From an optimization exercise on the open Yosys and OpenROAD flow, aimed at small area, a short achievable clock period and few clock cycles; shortcuts taken in it are not production practice.
Function was checked by simulation only, so behaviour that the tests miss may differ from the original.
Power is estimated from default activity; no workload was simulated.

File: design/flow/design.v
module dcache_ctrl #(
  parameter int LINES = 16
) (
  input  logic         clk_i,
  input  logic         rst_i,
  input  logic         cpu_req_i,
  input  logic         cpu_we_i,
  input  logic [31:0]  cpu_addr_i,
  input  logic [31:0]  cpu_data_i,
  output logic [31:0]  cpu_data_o,
  output logic         cpu_stall_o,
  output logic         mem_req_o,
  output logic         mem_we_o,
  output logic [31:0]  mem_addr_o,
  output logic [127:0] mem_data_o,
  input  logic [127:0] mem_data_i,
  input  logic         mem_ack_i,
  output logic [31:0]  hit_cnt_o,
  output logic [31:0]  miss_cnt_o
);
  localparam int IDX_W = $clog2(LINES);
  localparam int TAG_W = 28 - IDX_W;
  logic [LINES-1:0] valid;
  logic [LINES-1:0] dirty;
  logic [TAG_W-1:0] tag_arr  [LINES];
  logic [127:0]     data_arr [LINES];
  logic             lb_vld;
  logic [27:0]      lb_addr;
  logic [127:0]     lb_data;
  logic             mreq;
  logic             mwe;
  logic [TAG_W-1:0] vic_tag;
  logic [1:0]       cpu_off;
  logic [IDX_W-1:0] cpu_idx;
  logic [TAG_W-1:0] cpu_tag;
  logic [1:0]       unused_addr;
  logic [LINES-1:0] dec;
  logic [3:0]       word_sel;
  logic [127:0]     line;
  logic [TAG_W-1:0] line_tag;
  logic             line_vd;
  logic             arr_hit;
  logic             lb_hit;
  logic             lookup;
  logic             refill;
  logic             store_hit;
  logic [127:0]     wdata;
  logic [31:0]      rdata;
  assign cpu_off     = cpu_addr_i[3:2];
  assign cpu_idx     = cpu_addr_i[4+IDX_W-1:4];
  assign cpu_tag     = cpu_addr_i[31:4+IDX_W];
  assign unused_addr = cpu_addr_i[1:0];
  always_comb begin
    for (int i = 0; i < LINES; i++) dec[i] = (cpu_idx == i[IDX_W-1:0]);
    for (int w = 0; w < 4; w++) word_sel[w] = (cpu_off == w[1:0]);
  end
  always_comb begin
    line     = '0;
    line_tag = '0;
    line_vd  = 1'b0;
    arr_hit  = 1'b0;
    for (int i = 0; i < LINES; i++) begin
      line     = line | (data_arr[i] & {128{dec[i]}});
      line_tag = line_tag | (tag_arr[i] & {TAG_W{dec[i]}});
      line_vd  = line_vd | (dec[i] & valid[i] & dirty[i]);
      arr_hit  = arr_hit | (dec[i] & valid[i] & (tag_arr[i] == cpu_tag));
    end
  end
  assign lb_hit    = lb_vld && (lb_addr == cpu_addr_i[31:4]);
  assign lookup    = cpu_req_i && !mreq && !lb_hit;
  assign refill    = mreq && !mwe && mem_ack_i;
  assign store_hit = cpu_req_i && !mreq && lb_hit && cpu_we_i;
  always_comb begin
    for (int w = 0; w < 4; w++)
      wdata[32*w +: 32] = (cpu_we_i && word_sel[w]) ? cpu_data_i : mem_data_i[32*w +: 32];
  end
  always_comb begin
    rdata = '0;
    for (int w = 0; w < 4; w++)
      rdata = rdata | (lb_data[32*w +: 32] & {32{word_sel[w] & !mreq}})
                    | (mem_data_i[32*w +: 32] & {32{word_sel[w] & mreq}});
  end
  assign cpu_data_o = rdata;
  assign cpu_stall_o = !((!mreq && lb_hit) || refill) && rst_i;
  assign mem_req_o   = mreq && rst_i;
  assign mem_we_o    = mwe;
  assign mem_addr_o  = {mwe ? vic_tag : lb_addr[27:IDX_W], lb_addr[IDX_W-1:0], 4'b0};
  assign mem_data_o  = lb_data;
  always_ff @(posedge clk_i or negedge rst_i) begin
    if (!rst_i) begin
      lb_vld <= 1'b0;
      mreq   <= 1'b0;
      mwe    <= 1'b0;
      valid  <= '0;
      dirty  <= '0;
    end else begin
      if (lookup) begin
        lb_vld <= arr_hit;
        mreq   <= !arr_hit;
        mwe    <= !arr_hit && line_vd;
      end
      if (mreq && mwe && mem_ack_i) mwe <= 1'b0;
      if (refill) begin
        mreq                        <= 1'b0;
        lb_vld                      <= 1'b1;
        valid[lb_addr[IDX_W-1:0]]   <= 1'b1;
        dirty[lb_addr[IDX_W-1:0]]   <= cpu_we_i;
      end
      if (store_hit) dirty[cpu_idx] <= 1'b1;
    end
  end
  always_ff @(posedge clk_i) begin
    if (lookup) begin
      lb_addr <= cpu_addr_i[31:4];
      vic_tag <= line_tag;
      if (!(lb_vld && lb_addr[IDX_W-1:0] == cpu_idx)) lb_data <= line;
    end
    for (int w = 0; w < 4; w++) begin
      if (refill || (store_hit && word_sel[w])) lb_data[32*w +: 32] <= wdata[32*w +: 32];
    end
    for (int i = 0; i < LINES; i++) begin
      if (refill && lb_addr[IDX_W-1:0] == i[IDX_W-1:0]) tag_arr[i] <= lb_addr[27:IDX_W];
      if (lb_vld && lb_addr[IDX_W-1:0] == i[IDX_W-1:0]) data_arr[i] <= lb_data;
    end
  end
  logic [31:0] hit_cnt;
  logic [31:0] miss_cnt;
  always_ff @(posedge clk_i or negedge rst_i) begin
    if (!rst_i) begin
      hit_cnt  <= '0;
      miss_cnt <= '0;
    end else begin
      if (cpu_req_i && !mreq && lb_hit && (hit_cnt != 32'hFFFF_FFFF)) hit_cnt <= hit_cnt + 32'd1;
      if (refill && (miss_cnt != 32'hFFFF_FFFF)) miss_cnt <= miss_cnt + 32'd1;
    end
  end
  assign hit_cnt_o  = hit_cnt;
  assign miss_cnt_o = miss_cnt;
endmodule
File: design/flow/flow/run.sh
#!/bin/bash
# Standard layout, with plain buffers on the ports and free cell sizing in timing repair.
set -euo pipefail
bash standard.sh MATCH_CELL_FOOTPRINT=0 "BUFFER_PORTS_ARGS=-buffer_cell sky130_fd_sc_hd__buf_4" finish > make_flow.log 2>&1
File: design/flow/standard.sh
#!/bin/bash
# synth_recipe.tcl (not shown) runs the flow's synth.tcl, then flattens the netlist and writes it again
# the make line also repeats each setting of config.mk as NAME=value (left out here)
make -C /OpenROAD-flow-scripts/flow DESIGN_CONFIG=/design/flow/config.mk WORK_HOME=/design/flow/orfs CLKGATE_MAP_FILE= SYNTH_SCRIPT=/design/flow/synth_recipe.tcl "${@:-finish}"
File: design/flow/config.mk
export PLATFORM = sky130hd
export DESIGN_NAME = dcache_ctrl
export DESIGN_NICKNAME = dcache_ctrl
export VERILOG_FILES = /design/flow/design.v
export SDC_FILE = /design/flow/constraint.sdc
export NUM_CORES = 4
export LEC_CHECK = 0
export CAP_MARGIN = 20
export CORE_MARGIN = 2
export CORE_UTILIZATION = 45
export SETUP_SLACK_MARGIN = 3
export SLEW_MARGIN = 20
export TNS_END_PERCENT = 0
File: design/flow/constraint.sdc
create_clock -name core_clock -period 6.0 [get_ports {clk_i}]
set_input_delay 1.2000 -clock core_clock [delete_from_list [all_inputs] [get_ports {clk_i}]]
set_output_delay 1.2000 -clock core_clock [all_outputs]
set_load 0.01 [all_outputs]
==> metrics.md <==
| Metric | Value |
|---|---|
| CP max FO | `28` |
| Skew final | `approximately 0.063 ns` |
| Clk latency of the worst-skew pair | `0.97 ns` |
| Vias | `67179` |
| Cts-stage hold buffer count | `0` |
| Slew HR | `17.8%` |
| Die area | `about 240000 sq um` |
| Remaining Overflow, GRT | `0` |
| Die Height | `around 500 um` |
| CTS tree | `done` |
| TritonCTS Buffers | `a little under 300` |
| Avg Cell Area, Syn | `16.8 sq um` |
| End point of the critical path | `cpu_data_o[27]` |
| Antenna violations before repair | `19` |
| Leakage | `0.0405 uW` |
| Rows | `177` |
| Iter 0 DRT Violations | `9815` |
| Sequential element share of the synthesized area | `76.8%` |
| Nature of the critical path endpoint | `primary output` |
| Tmin final | `between 4 and 5 ns` |
| Gate Count Post-Synth | `between 6000 and 7000` |
| Vias in the first global route | `63615` |
| Most frequent cells in the layout | `2612 x edfxtp_1, 761 x a22oi_1, 593 x buf_4` |
| Tightest Pin Transition | `between 1 and 1.5 ns` |
| Routed length per instance | `38.0 um` |
| Final Non-Filler Cells | `10181` |
| Largest stage delay, worst path | `0.69 ns` |
| Cell mode on critical path | `buf_4` |
| Fmax | `227 MHz` |
| Largest net degree at the start of global routing | `103` |
| Slew Limit Fails | `0` |
| Post-Place Cells | `between 9000 and 10000` |
| Commonest non-fill, non-tap cell in the layout | `edfxtp_1` |
| Final setup fails | `0` |
| # IOs | `456` |
| Setup TNS after final layout | `0 ns` |
| Power Dens Cells | `between 400 and 500 nW/um^2` |
| Crit start category | `register` |
| Crit path DAT | `3.20 ns` |
| Total core area | `233000 sq um` |
| Global-route wire length before repair | `524000 um` |
| Max Cap Viol | `0` |
| Crit path kind | `reg -> out` |
| Max H-tree Level | `5` |
| Run status | `finished clean` |
| Detail Placement HPWL | `220000 um` |
| Remaining DRCs | `0` |
| ANT nets after route | `0` |
| Total track usage | `31.8%` |
| Synth Flop Type | `edfxtp_1` |
| Reg2reg end | `vic_tag[18]` |
| Syn Std Cell Area | `105000 sq um` |
| Reg2reg start | `lb_addr[23]` |
| Critical-path top delay cell | `dfrtp_4` |
| Worst-path clk slew | `0.06 ns` |
| Nets | `7043` |
| Asr flop ratio synth | `around 3.7%` |
| Syn-to-layout area delta | `16.6%` |
| #FFs+latches synth | `2711` |
| RSZ-0062 raised after global routing | `true` |
| Critical path origin | `mreq` |
| Unique cell type count in the Yosys netlist | `56` |
| First-pass DRT Iterations | `6` |
| Post-synth EDFFs | `2612` |
| Worst Hold Class | `in -> async` |
| Layout cells sized above 1 | `between 10% and 20%` |
| RePlAce Congestion | `0.966` |
| Core Util, Final | `a little over half` |
| Final hold viol count | `0` |
| VDD IR-drop max | `about 0.00032 V` |
| Port bufs | `449` |
| Chain of cells forming the critical path | `nor3_2, buf_4, a22oi_1, nand4_1, buf_4` |
| CTS root buf | `clkbuf_16` |
| R2R depth | `10` |
| Worst EP required | `4.80 ns` |
| Clock Sinks | `2711` |
| Max Root-Sink Buffers | `4` |
| R2r setup slk | `2.27 ns` |
| Routed wire length | `387000 um` |
| Die W | `roughly 490 um` |
| Starting Density | `45.2%` |
| Crit share post-route | `between 70% and 80%` |
| Synthesis Warnings | `3` |
| Via/cell ratio | `6.60` |
[power breakdown]
group / internal, uW / total [uW] / switching (uW) / leakage (uW)
Clock: 9860 / 17100 / 7260 / 0.00433
Sequential: 24200 / 26600 / 2440 / 0.0250
Combinational: 1880 / 6090 / 4210 / 0.0112
Total: 35900 / 49800 / 13900 / 0.0405
[through the flow]
stage	worst slack, ns	hold slack [ns]	power, uW	cell area (sq um)
floorplan	1.59	0.447	28300	105000
global placement	0.987	0.461	32700	113000
detailed placement	1.00	0.474	32900	114000
CTS	1.58	0.292	49800	123000
global route	1.55	0.348	51000	123000
finish	1.60	0.320	49800	123000
[cells in the mapped netlist (25+ instances only)]
cell	instances	area [sq um]
xnor2_1	204	1790
a31oi_1	32	200
xor2_1	274	2400
nand2_1	150	563
nand4_1	164	1030
a221oi_1	285	2500
nand3_1	282	1410
a22o_1	286	2500
and3_1	26	163
nor2_1	71	267
nor3_1	157	786
clkbuf_1	299	1120
edfxtp_1	2612	78400
mux2_2	28	315
a21oi_1	102	510
buf_1	81	304
a22oi_1	761	5710
mux2i_1	101	1010
nand2b_1	25	156
dfrtp_1	99	2480
nor4_1	77	482
[layout make-up]
cell class,instances,area (sq um)
flip-flops and latches,2711,80900
clock inverters,116,888
multi-input cells,3135,23200
clock buffers,385,7960
repair buffers,666,5800
diodes,13,32.5
fillers,18761,110000
inverters,23,87.6
well taps,3132,3920
[critical path: cells and delay by family, from the launching register on]
kind	cells	cell delay [ns]
and+or+nand+nor	2	0.78
DFF	1	0.69
AOI/OAI and AO/OA	1	0.17
buffers and inverters	2	0.59
[flip-flops by register name (all words and copies together) (netlist names)]
name / count
mwe: 1
miss_cnt: 32
lb_data: 128
mreq: 1
hit_cnt: 32
tag_arr: 384
vic_tag: 24
lb_addr: 28
lb_vld: 1
dirty: 16
data_arr: 2048
valid: 16
[routing by layer]
| layer | up-vias | routed length, um | global-route usage [%] |
|---|---|---|---|
| li1 | 26866 | - | - |
| met1 | 34943 | 147000 | 42.9 |
| met2 | 4548 | 179000 | 49.6 |
| met3 | 814 | 42400 | 6.94 |
| met4 | 8 | 19300 | 14.2 |
| met5 | - | 49 | 0 |
[kinds of logic after synthesis]
kind of cell / after synthesis / share of synthesized area, %
mux: 131 / 1.30
fa+ha+maj: 12 / 0.143
other cells: 1 / 0.00356
compound gates: 1507 / 11.1
xor+xnor: 478 / 3.98
flops: 2711 / 76.8
buf+inv: 433 / 1.63
simple gates: 1000 / 4.97
[timing repair]
| item | 4_1_cts | 5_1_grt |
|---|---|---|
| endpoints found under the setup margin | 1230 | 1111 |
| resized for setup | 21 | 11 |
| cloned | 2 | 1 |
| pin swaps | 7 | 4 |
| setup buffers | 26 | 5 |
[worst min-delay path by stage]
| stage | end | slack [ns] | cells past startpoint |
|---|---|---|---|
| detailed placement | dirty[4] | 0.47 | 2 |
| global placement | dirty[4] | 0.46 | 2 |
| CTS | hit_cnt[17] | 0.29 | 1 |
| finish | hit_cnt[14] | 0.32 | 1 |
| floorplan | dirty[4] | 0.45 | 2 |
| global route | hit_cnt[29] | 0.35 | 1 |
Testbench counts, summed over its fixed seeds: cycles 12,775.

-- static timing again, ports no longer ideal --
Ports are ideal in the flow. The routed layout listed here was re-timed in OpenROAD. Step 1, drivers: a clkbuf_16 drives clk_i and a buf_2 each remaining input, both assumed. Step 2 also shifts input and output timing later by t, the mid clock arrival at the registers, as if the neighbouring blocks saw the same clock. Slacks: no drivers / after step 1 / after step 2; pairs: no drivers / after step 1.
shift t [ns]: 1.026
setup slack, ns: 1.599 / 1.500 / 1.289
worst setup path after step 2: input to register
worst slew at a driven data input, ns: 0.15
pins driven straight from the clock port: 1
After both steps this run still meets setup and hold. The setup slack of this run moves by -0.099 ns with the drivers and by -0.310 ns with both steps.
